What follows belongs to an exercise in optimizing a design on an open flow for small area, a short achievable clock period and few clock cycles; a production flow would make more cautious choices.
Function was checked by simulation only, so behaviour that the tests miss may differ from the original.
Power is estimated from default activity; no workload was simulated.

== delta ==
==> flow/design.v <==
package mtep_pkg;
  localparam logic [2:0] PH_DELTA    = 3'd0;
  localparam logic [2:0] PH_STATUS   = 3'd1;
  localparam logic [2:0] PH_DATA1    = 3'd2;
  localparam logic [2:0] PH_DATA2    = 3'd3;
  localparam logic [2:0] PH_METATYPE = 3'd4;
  localparam logic [2:0] PH_LEN      = 3'd5;
  localparam logic [2:0] PH_BODY     = 3'd6;
  localparam logic [2:0] PH_HALT     = 3'd7;
  localparam logic [2:0] KIND_DELTA = 3'd0;
  localparam logic [2:0] KIND_OFF   = 3'd1;
  localparam logic [2:0] KIND_ON    = 3'd2;
  localparam logic [2:0] KIND_TEMPO = 3'd3;
  localparam logic [2:0] KIND_ERR   = 3'd4;
endpackage
import mtep_pkg::*;
module midi_track_event_parser (
  input  logic        clk,
  input  logic        rst_n,
  input  logic        in_valid,
  output logic        in_ready,
  input  logic [7:0]  in_data_byte,
  input  logic        in_track_start,
  input  logic        in_track_end,
  output logic        out_valid,
  input  logic        out_ready,
  output logic [2:0]  out_kind,
  output logic [3:0]  out_channel,
  output logic [7:0]  out_key,
  output logic [7:0]  out_velocity,
  output logic [31:0] out_value,
  output logic        out_error_code,
  output logic        out_last
);
  logic [2:0]  ph_r, ph_e, ph_c;
  logic [7:0]  st_r;
  logic [1:0]  cn_r, cn_e, cn_nxt;
  logic        m51_r, lg_r, fr_r;
  logic [19:0] n_nxt;
  logic [31:0] x_nxt;
  logic [7:0]  b;
  logic        te, take, pop, go, vl_done, is_f, one_data, run_ch, sx_run;
  logic [27:0] vlq;
  logic        l_z, l_small, len_end, body_end, x_five;
  logic        r0_v, r0_ec, word, mid, two, x_keep, n_keep;
  logic [2:0]  r0_k;
  assign b    = in_data_byte;
  assign te   = in_track_end;
  assign take = in_valid && in_ready;
  assign pop  = out_valid && out_ready;
  assign ph_e = in_track_start ? PH_DELTA : ph_r;
  assign cn_e = in_track_start ? 2'd0 : cn_r;
  assign is_f = (st_r[7:4] == 4'hf);
  assign one_data = (st_r[7:5] == 3'b110);
  assign go      = (cn_e != 2'd0);
  assign vlq     = {go ? out_value[20:0] : 21'd0, b[6:0]};
  assign vl_done = !b[7] || (cn_e == 2'd3);
  assign l_z     = (vlq == 28'd0);
  assign l_small = (vlq[27:3] == 25'd0) && !(vlq[2] && vlq[1:0] != 2'd0);
  assign run_ch  = !b[7] && st_r[7] && !is_f;
  assign sx_run  = !b[7] && is_f && !st_r[3];
  assign len_end = (ph_e == PH_LEN) ? vl_done : (ph_e == PH_STATUS && sx_run);
  assign body_end = !lg_r && (cn_r == 2'd0);
  assign x_five   = (out_value[27:0] == 28'd5);
  always_comb begin
    ph_c  = ph_e;
    r0_v  = 1'b0;
    r0_k  = KIND_DELTA;
    r0_ec = 1'b0;
    mid   = 1'b1;
    word  = te;
    case (ph_e)
      PH_DELTA: begin
        if (vl_done) ph_c = PH_STATUS;
        r0_v = vl_done;
        word = vl_done || te;
      end
      PH_STATUS: begin
        if (b[7]) begin
          if (b[7:4] == 4'hf) ph_c = b[3] ? PH_METATYPE : PH_LEN;
          else ph_c = PH_DATA1;
        end else if (!st_r[7]) begin
          ph_c  = PH_HALT;
          mid   = 1'b0;
        end else if (is_f) begin
          if (st_r[3]) ph_c = PH_LEN;
          else begin
            ph_c = l_z ? PH_DELTA : PH_BODY;
            mid  = !l_z;
          end
        end else begin
          ph_c = one_data ? PH_DELTA : PH_DATA2;
          mid  = !one_data;
        end
        r0_v  = !b[7] && !st_r[7];
        r0_k  = KIND_ERR;
        r0_ec = 1'b1;
        word  = (te && mid) || (!b[7] && !st_r[7]);
      end
      PH_DATA1: begin
        ph_c = one_data ? PH_DELTA : PH_DATA2;
        mid  = !one_data;
        word = te && !one_data;
      end
      PH_DATA2: begin
        ph_c = PH_DELTA;
        mid  = 1'b0;
        r0_v = (st_r[7:5] == 3'b100);
        r0_k = (!st_r[4] || b == 8'd0) ? KIND_OFF : KIND_ON;
        word = (st_r[7:5] == 3'b100);
      end
      PH_METATYPE: ph_c = PH_LEN;
      PH_LEN: begin
        if (vl_done) ph_c = l_z ? PH_DELTA : PH_BODY;
        mid  = !(vl_done && l_z);
        r0_v = m51_r && vl_done && l_z;
        r0_k = KIND_TEMPO;
        word = (vl_done && l_z) ? m51_r : te;
      end
      PH_BODY: begin
        if (body_end) ph_c = PH_DELTA;
        mid  = !body_end;
        r0_v = m51_r && body_end;
        r0_k = KIND_TEMPO;
        word = body_end ? m51_r : te;
      end
      default: begin
        mid  = 1'b0;
        word = 1'b0;
      end
    endcase
  end
  assign two = te && ph_e == PH_DELTA && vl_done;
  assign x_keep = (ph_e == PH_DELTA) ? vl_done : (ph_e == PH_BODY && body_end);
  assign n_keep = (ph_e == PH_DATA2);
  logic x_ok, x_vlq, x_dec, x_sh;
  assign x_ok  = out_last && !(te && !x_keep);
  assign x_vlq = x_ok && (ph_e == PH_DELTA || ph_e == PH_LEN || (ph_e == PH_STATUS && sx_run));
  assign x_dec = x_ok && ph_e == PH_BODY && lg_r;
  assign x_sh  = x_ok && ph_e == PH_BODY && !lg_r;
  always_comb begin
    x_nxt = ({32{x_vlq}} & {4'd0, vlq}) |
            ({32{x_dec}} & {4'd0, out_value[27:0] - 28'd1}) |
            ({32{x_sh}}  & {fr_r ? 24'd0 : out_value[23:0], b});
    n_nxt = 20'd0;
    if (!(te && !n_keep)) begin
      case (ph_e)
        PH_STATUS: if (run_ch) n_nxt = {st_r[3:0], b, b};
        PH_DATA1:  n_nxt = {st_r[3:0], b, b};
        PH_DATA2:  n_nxt = {out_channel, out_key, b};
        default: ;
      endcase
    end
    cn_nxt = 2'd0;
    if (!te) begin
      if ((ph_e == PH_DELTA || ph_e == PH_LEN) && !vl_done) cn_nxt = cn_e + 2'd1;
      else if (len_end && l_small && !l_z) cn_nxt = b[1:0] - 2'd1;
      else if (ph_e == PH_BODY && lg_r) cn_nxt = x_five ? 2'd3 : 2'd0;
      else if (ph_e == PH_BODY && !body_end) cn_nxt = cn_r - 2'd1;
    end
  end
  always_ff @(posedge clk) begin
    if (take || (pop && !out_last)) out_value <= x_nxt;
  end
  always_ff @(posedge clk) begin
    if (take) begin
      {out_channel, out_key, out_velocity} <= n_nxt;
      if (ph_e == PH_METATYPE || ph_e == PH_STATUS)
        m51_r <= (b == 8'h51) && (ph_e == PH_METATYPE || st_r[3]);
      if (len_end) lg_r <= !l_small;
      else if (ph_e == PH_BODY && x_five) lg_r <= 1'b0;
      fr_r <= len_end || (ph_e == PH_BODY && lg_r);
    end
  end
  always_ff @(posedge clk) begin
    if (!rst_n) begin
      ph_r <= PH_DELTA;
      st_r <= 8'd0;
      cn_r <= 2'd0;
    end else if (take) begin
      ph_r <= te ? PH_DELTA : ph_c;
      if (in_track_start) st_r <= 8'd0;
      else if (ph_r == PH_STATUS && b[7]) st_r <= b;
      cn_r <= cn_nxt;
    end
  end
  always_ff @(posedge clk) begin
    if (!rst_n) begin
      out_valid <= 1'b0;
      out_last  <= 1'b1;
    end else begin
      out_valid <= (take && word) || (out_valid && !(pop && out_last));
      out_last  <= !(take && two) && (out_last || pop);
    end
  end
  always_ff @(posedge clk) begin
    if (!out_valid || pop) begin
      out_kind       <= (r0_v && out_last) ? r0_k : KIND_ERR;
      out_error_code <= r0_v && r0_ec && out_last;
    end
  end
  assign in_ready = !out_valid || (out_ready && out_last);
endmodule
clock: 7.5 ns
lec_check: 0
cap_margin: 20
core_margin: 2
core_utilization: 50
setup_slack_margin: 4.0
slew_margin: 20
standard.sh (not shown) runs the stock make flow with config.mk's settings and CLKGATE_MAP_FILE= SYNTH_SCRIPT=/design/flow/synth_recipe.tcl, a recipe that flattens the netlist after the stock synthesis.
==> flow/flow/run.sh <==
#!/bin/bash
# The standard layout (standard.sh, unchanged synthesis), with:
# - the smallest buffer (buf_1) on each port instead of the buffer that
#   buffer_ports picks by default; repair may still resize it
# - the buffers that abc inserts removed at floorplan, so that repair_design
#   buffers only where the placed netlist needs it
# - clock tree synthesis without dummy loads (ORFS's default arguments
#   otherwise)
# The flow's output goes to standard.log (and ORFS's own logs under orfs/).
export BUFFER_PORTS_ARGS="-buffer_cell sky130_fd_sc_hd__buf_1"
export REMOVE_ABC_BUFFERS=1
export CTS_ARGS="-sink_clustering_enable -repair_clock_nets -dont_use_dummy_load"
bash standard.sh > standard.log 2>&1
Testbench counts of delta, summed over its fixed seeds: cycles 32,983.
Changes in alpha relative to delta:
# delta
export LEC_CHECK = 0
export CAP_MARGIN = 20
export CORE_MARGIN = 2
export CORE_UTILIZATION = 50
export SETUP_SLACK_MARGIN = 4.0
export SLEW_MARGIN = 20
create_clock -name core_clock -period 7.5 [get_ports {clk}]
# alpha
export LEC_CHECK = 0
export CAP_MARGIN = 20
export CORE_MARGIN = 2
export CORE_UTILIZATION = 45
export SETUP_SLACK_MARGIN = 4.0
export SLEW_MARGIN = 20
create_clock -name core_clock -period 7.5 [get_ports {clk}]
Findings:
Diff alpha..delta | synthesized netlist cell count | unchanged
In the metrics for delta and alpha, the one carrying the higher transition time at the pin with the least slew margin is delta.
For global-route wire length before repair, alpha and delta come out practically identical.
For the global-route usage, alpha came in 1.5 points lower than delta did.
Changes observed in alpha relative to delta: static leakage went up by about 0.6%, number of signal-net buffers in the layout moved up.
Going from delta to alpha, the die area was enlarged.
Final area was lower in delta than in alpha.
Higher share of the clock period used by the worst path after layout was reported by alpha, not delta.

## what the ideal ports hide
The flow's constraints put no driver on any port. The routed layouts listed below were extracted and timed again, unchanged, in two steps.
Step 1 sets driving cells, clkbuf_16 on the clock port and buf_2 on the other inputs (assumed; they add their load-dependent delay and slew).
Step 2 adds t to the input delays and takes it off the output delays; t is the mean of the earliest and latest rising clock arrival at the registers after step 1. Input paths then give back, and output paths get back, about the clock's delay inside the block.
a / b / c = no drivers / after step 1 / after step 2; a / b = the first two.
run | shift t [ns] | setup WS [ns] | latest minus earliest clock arrival (ns) | worst register clock-pin slew, ns | pins driven straight from the clock port
delta | 0.376 | 4.078 / 4.044 / 3.755 | 0.029 / 0.030 | 0.09 / 0.09 | 1
alpha | 0.365 | 4.045 / 4.018 / 3.760 | 0.026 / 0.025 | 0.09 / 0.09 | 1
After both steps setup and hold are still met in every run listed. The setup slack of delta, which loses most, moves by -0.034 ns with the drivers and by -0.323 ns with both steps.
